Context: an optimization exercise on an open-source flow, tuned for small area and a short achievable clock period. The choices shown serve that exercise and are no tape-out recipe. At most, simulation tests tie the RTL to the original design; equivalence was not proved. Power is estimated from default activity; no workload was simulated.

==> module fifo_wr_sr, before the edit <==
module fifo_wr_sr (
  input  logic write_strobe,
  input  logic read_strobe,
  input  logic en_r1,
  input  logic en_r0,
  output logic en
);
  assign en = write_strobe & (read_strobe ? en_r1 : en_r0);
endmodule
==> module fifo_flags, before the edit <==
module fifo_flags #(
  parameter int WIDTH    = fifo_flags_pkg::DEFAULT_WIDTH,
  parameter int NUM      = fifo_flags_pkg::DEFAULT_NUM,
  parameter int AF_LEVEL = NUM - 4,
  parameter int AE_LEVEL = 4
) (
  input  logic                     clk,
  input  logic                     reset_n,
  input  logic [WIDTH-1:0]         write_data,
  input  logic                     write_strobe,
  input  logic                     read_strobe,
  output logic [WIDTH-1:0]         read_data,
  output logic                     data_available,
  output logic                     full,
  output logic                     almost_full,
  output logic                     almost_empty,
  output logic [fifo_flags_pkg::cnt_bits(NUM)-1:0] count,
  output logic                     overflow,
  output logic                     underflow,
  input  logic                     err_clear
);
  localparam int CW = fifo_flags_pkg::cnt_bits(NUM);
  localparam int PW = fifo_flags_pkg::ptr_bits(NUM);
  localparam int SD = NUM - 1;             
  localparam int HW = 1 << (PW / 2);       
  localparam int LW = 1 << (PW - PW / 2);  
  logic [WIDTH-1:0] sr [SD];
  logic [WIDTH-1:0] head;
  localparam int NEN = 2 * WIDTH;           
  localparam int SEG = (SD + 1) / 2;        
  logic [NEN-1:0]   sr_en;
  logic [HW-1:0]    ra_hi;
  logic [LW-1:0]    ra_lo;
  logic             sr_empty;    
  logic [CW-1:0] cnt_up, cnt_dn;
  logic c_m1, c_le_ae_m1, c_ae, c_ae_p1, c_af_m1, c_af, c_ge_af_p1;
  fifo_cnt_next #(.CW(CW), .NUM(NUM), .AF_LEVEL(AF_LEVEL), .AE_LEVEL(AE_LEVEL)) u_cnt (
    .count      (count),
    .up         (cnt_up),
    .dn         (cnt_dn),
    .c_m1       (c_m1),
    .c_le_ae_m1 (c_le_ae_m1),
    .c_ae       (c_ae),
    .c_ae_p1    (c_ae_p1),
    .c_af_m1    (c_af_m1),
    .c_af       (c_af),
    .c_ge_af_p1 (c_ge_af_p1)
  );
  logic c_0, c_1;
  assign c_0 = ~data_available;
  assign c_1 = data_available & sr_empty;
  logic rd_acc, wr_acc, inc, dec;
  assign rd_acc = read_strobe & data_available;
  assign wr_acc = write_strobe & (~full | read_strobe);
  assign inc    = wr_acc & ~rd_acc;
  assign dec    = rd_acc & ~wr_acc;
  always_ff @(posedge clk) begin
    for (int b = 0; b < WIDTH; b++) begin
      if (sr_en[2*b]) sr[0][b] <= write_data[b];
      for (int i = 1; i < SD; i++) begin
        if (sr_en[2*b + i / SEG]) sr[i][b] <= sr[i-1][b];
      end
    end
  end
  logic [HW*LW-1:0] rsel;
  logic [WIDTH-1:0] sr_out_n;
  for (genvar i = 0; i < HW * LW; i++) begin : g_sel
    fifo_g_and2 u_dec (.a(ra_hi[i / LW]), .b(ra_lo[i % LW]), .y(rsel[i]));
  end
  for (genvar b = 0; b < WIDTH; b++) begin : g_bit
    logic [HW*LW-1:0] d;
    for (genvar i = 0; i < HW * LW; i++) begin : g_ent
      if (i < SD) begin : g_used
        assign d[i] = sr[i][b];
      end else begin : g_unused
        assign d[i] = 1'b0;
      end
    end
    fifo_ptr_wrap u_rd (.sel(rsel), .d(d), .yn(sr_out_n[b]));
  end
  logic             ld_wd, ld_sr;
  logic [WIDTH-1:0] alt, head_d;
  assign ld_wd   = (c_0 & write_strobe) | (c_1 & read_strobe);
  assign ld_sr   = read_strobe & ~sr_empty;
  assign alt     = ld_wd ? write_data : head;
  for (genvar b = 0; b < WIDTH; b++) begin : g_head
    fifo_head_next u_mux (.sr_n(sr_out_n[b]), .alt(alt[b]), .ld_sr(ld_sr), .y(head_d[b]));
  end
  always_ff @(posedge clk) begin
    head <= head_d;
  end
  assign read_data = head;
  logic en_r1, en_r0;
  assign en_r1 = data_available & ~c_1;
  assign en_r0 = data_available & ~full;
  for (genvar k = 0; k < NEN; k++) begin : g_en
    fifo_wr_sr u_en (
      .write_strobe (write_strobe),
      .read_strobe  (read_strobe),
      .en_r1        (en_r1),
      .en_r0        (en_r0),
      .en           (sr_en[k])
    );
  end
  always_ff @(posedge clk or negedge reset_n) begin
    if (!reset_n) begin
      ra_hi    <= HW'(1) << (HW - 1);
      ra_lo    <= LW'(1) << (LW - 1);
      sr_empty <= 1'b1;
    end else begin
      if (~read_strobe & write_strobe & en_r0) begin
        ra_lo    <= {ra_lo[LW-2:0], ra_lo[LW-1]};
        if (ra_lo[LW-1]) ra_hi <= {ra_hi[HW-2:0], ra_hi[HW-1]};
        sr_empty <= 1'b0;
      end else if (read_strobe & ~write_strobe & ~sr_empty) begin
        ra_lo    <= {ra_lo[0], ra_lo[LW-1:1]};
        if (ra_lo[0]) ra_hi <= {ra_hi[0], ra_hi[HW-1:1]};
        sr_empty <= ra_hi[0] & ra_lo[0];
      end
    end
  end
  always_ff @(posedge clk or negedge reset_n) begin
    if (!reset_n) begin
      count          <= '0;
      data_available <= 1'b0;
      full           <= 1'b0;
      almost_full    <= 1'b0;
      almost_empty   <= 1'b1;
    end else begin
      if (inc) count <= cnt_up;
      else if (dec) count <= cnt_dn;
      data_available <= ~(~write_strobe & (c_0 | (c_1 & read_strobe)));
      full           <= (full & ~dec) | (c_m1 & inc);
      almost_full    <= c_ge_af_p1 | (c_af & ~dec) | (c_af_m1 & inc);
      almost_empty   <= c_le_ae_m1 | (c_ae & ~inc) | (c_ae_p1 & dec);
    end
  end
  always_ff @(posedge clk or negedge reset_n) begin
    if (!reset_n) begin
      overflow  <= 1'b0;
      underflow <= 1'b0;
    end else if (err_clear) begin
      overflow  <= 1'b0;
      underflow <= 1'b0;
    end else begin
      if (write_strobe & ~wr_acc) overflow  <= 1'b1;
      if (read_strobe & ~rd_acc)  underflow <= 1'b1;
    end
  end
endmodule
clock: 5.5 ns
lec_check: 0
abc_clock_period_in_ps: 2000
cap_margin: 20
core_margin: 2
core_utilization: 50
cts_cluster_diameter: 100
cts_cluster_size: 30
setup_slack_margin: 3.2
slew_margin: 20
synth_hierarchical: 1
tns_end_percent: 5
run.sh (not shown) runs the stock make flow with config.mk's settings and CLKGATE_MAP_FILE= SYNTH_SCRIPT=/design/flow/synth_recipe.tcl, a recipe that flattens the netlist after the stock synthesis.
Then changed:
--- a/flow/design.v
+++ b/flow/design.v
@@ -93,14 +93,15 @@
   assign c_af       = (count == CW'(AF_LEVEL));
   assign c_ge_af_p1 = (count >= CW'(AF_LEVEL + 1));
 endmodule
-module fifo_wr_sr (
+module fifo_pv_next (
   input  logic write_strobe,
   input  logic read_strobe,
-  input  logic en_r1,
-  input  logic en_r0,
-  output logic en
-);
-  assign en = write_strobe & (read_strobe ? en_r1 : en_r0);
+  input  logic data_available,
+  input  logic full,
+  input  logic c_1,
+  output logic pv_next
+);
+  assign pv_next = write_strobe & data_available & (~full | read_strobe) & ~(read_strobe & c_1);
 endmodule
 module fifo_head_next (
   input  logic sr_n,
@@ -138,6 +139,8 @@
   localparam int LW = 1 << (PW - PW / 2);  
   logic [WIDTH-1:0] sr [SD];
   logic [WIDTH-1:0] head;
+  logic [WIDTH-1:0] pend;
+  logic             pend_v;
   localparam int NEN = 2 * WIDTH;           
   localparam int SEG = (SD + 1) / 2;        
   logic [NEN-1:0]   sr_en;
@@ -160,15 +163,16 @@
   );
   logic c_0, c_1;
   assign c_0 = ~data_available;
-  assign c_1 = data_available & sr_empty;
+  assign c_1 = data_available & sr_empty & ~pend_v;
   logic rd_acc, wr_acc, inc, dec;
   assign rd_acc = read_strobe & data_available;
   assign wr_acc = write_strobe & (~full | read_strobe);
   assign inc    = wr_acc & ~rd_acc;
   assign dec    = rd_acc & ~wr_acc;
   always_ff @(posedge clk) begin
+    pend <= write_data;
     for (int b = 0; b < WIDTH; b++) begin
-      if (sr_en[2*b]) sr[0][b] <= write_data[b];
+      if (sr_en[2*b]) sr[0][b] <= pend[b];
       for (int i = 1; i < SD; i++) begin
         if (sr_en[2*b + i / SEG]) sr[i][b] <= sr[i-1][b];
       end
@@ -190,11 +194,12 @@
     end
     fifo_ptr_wrap u_rd (.sel(rsel), .d(d), .yn(sr_out_n[b]));
   end
-  logic             ld_wd, ld_sr;
+  logic             ld_wd, ld_sr, ld_p;
   logic [WIDTH-1:0] alt, head_d;
   assign ld_wd   = (c_0 & write_strobe) | (c_1 & read_strobe);
   assign ld_sr   = read_strobe & ~sr_empty;
-  assign alt     = ld_wd ? write_data : head;
+  assign ld_p    = read_strobe & sr_empty & pend_v;
+  assign alt     = ld_wd ? write_data : (ld_p ? pend : head);
   for (genvar b = 0; b < WIDTH; b++) begin : g_head
     fifo_head_next u_mux (.sr_n(sr_out_n[b]), .alt(alt[b]), .ld_sr(ld_sr), .y(head_d[b]));
   end
@@ -202,29 +207,32 @@
     head <= head_d;
   end
   assign read_data = head;
-  logic en_r1, en_r0;
-  assign en_r1 = data_available & ~c_1;
-  assign en_r0 = data_available & ~full;
-  for (genvar k = 0; k < NEN; k++) begin : g_en
-    fifo_wr_sr u_en (
-      .write_strobe (write_strobe),
-      .read_strobe  (read_strobe),
-      .en_r1        (en_r1),
-      .en_r0        (en_r0),
-      .en           (sr_en[k])
+  logic [NEN:0] pv_next;
+  for (genvar k = 0; k <= NEN; k++) begin : g_pv
+    fifo_pv_next u_pv (
+      .write_strobe   (write_strobe),
+      .read_strobe    (read_strobe),
+      .data_available (data_available),
+      .full           (full),
+      .c_1            (c_1),
+      .pv_next        (pv_next[k])
     );
   end
   always_ff @(posedge clk or negedge reset_n) begin
     if (!reset_n) begin
+      pend_v   <= 1'b0;
+      sr_en    <= '0;
       ra_hi    <= HW'(1) << (HW - 1);
       ra_lo    <= LW'(1) << (LW - 1);
       sr_empty <= 1'b1;
     end else begin
-      if (~read_strobe & write_strobe & en_r0) begin
+      pend_v <= pv_next[NEN];
+      sr_en  <= pv_next[NEN-1:0];
+      if (pend_v & ~read_strobe) begin
         ra_lo    <= {ra_lo[LW-2:0], ra_lo[LW-1]};
         if (ra_lo[LW-1]) ra_hi <= {ra_hi[HW-2:0], ra_hi[HW-1]};
         sr_empty <= 1'b0;
-      end else if (read_strobe & ~write_strobe & ~sr_empty) begin
+      end else if (~pend_v & read_strobe & ~sr_empty) begin
         ra_lo    <= {ra_lo[0], ra_lo[LW-1:1]};
         if (ra_lo[0]) ra_hi <= {ra_hi[0], ra_hi[HW-1:1]};
         sr_empty <= ra_hi[0] & ra_lo[0];
Synthesized cell count is about the same.
Total power decreases by well over a third.
Clock skew goes down by 23 ps.
Cell count went down slightly.
Routed wire length fell by a few percent.
Synthesized area is higher slightly.
Setup slack gets better by 51 ps.
Via count drops by a few percent.
Core utilization shrinks by 0.46 points.
For the first run of this note, only the layout was checked, not whether the RTL still works.

==> re-timing with driven ports <==
How much do the figures lean on ideal ports? The routed layouts below were timed once more, with nothing changed but the port constraints. Step 1 sets driving cells, clkbuf_16 on the clock port and buf_2 on the other inputs (assumed; they add their load-dependent delay and slew). Step 2 moves the port delays by t, midway between the first and last clock arrival at a register: inputs arrive t later, outputs are due t later. That takes back most of the time a late clock gives input paths. Three values: no drivers, after step 1, after step 2; two values: the first two.
run | t (ns) | setup WS [ns] | latest minus earliest clock arrival (ns)
the first run | 0.806 | 2.987 / 2.900 / 2.238 | 0.061 / 0.061
the second run | 0.792 | 3.037 / 2.968 / 2.369 | 0.034 / 0.034
After both steps setup and hold are still met in every run listed. The setup slack of the first run, which loses most, moves by -0.087 ns with the drivers and by -0.749 ns with both steps.
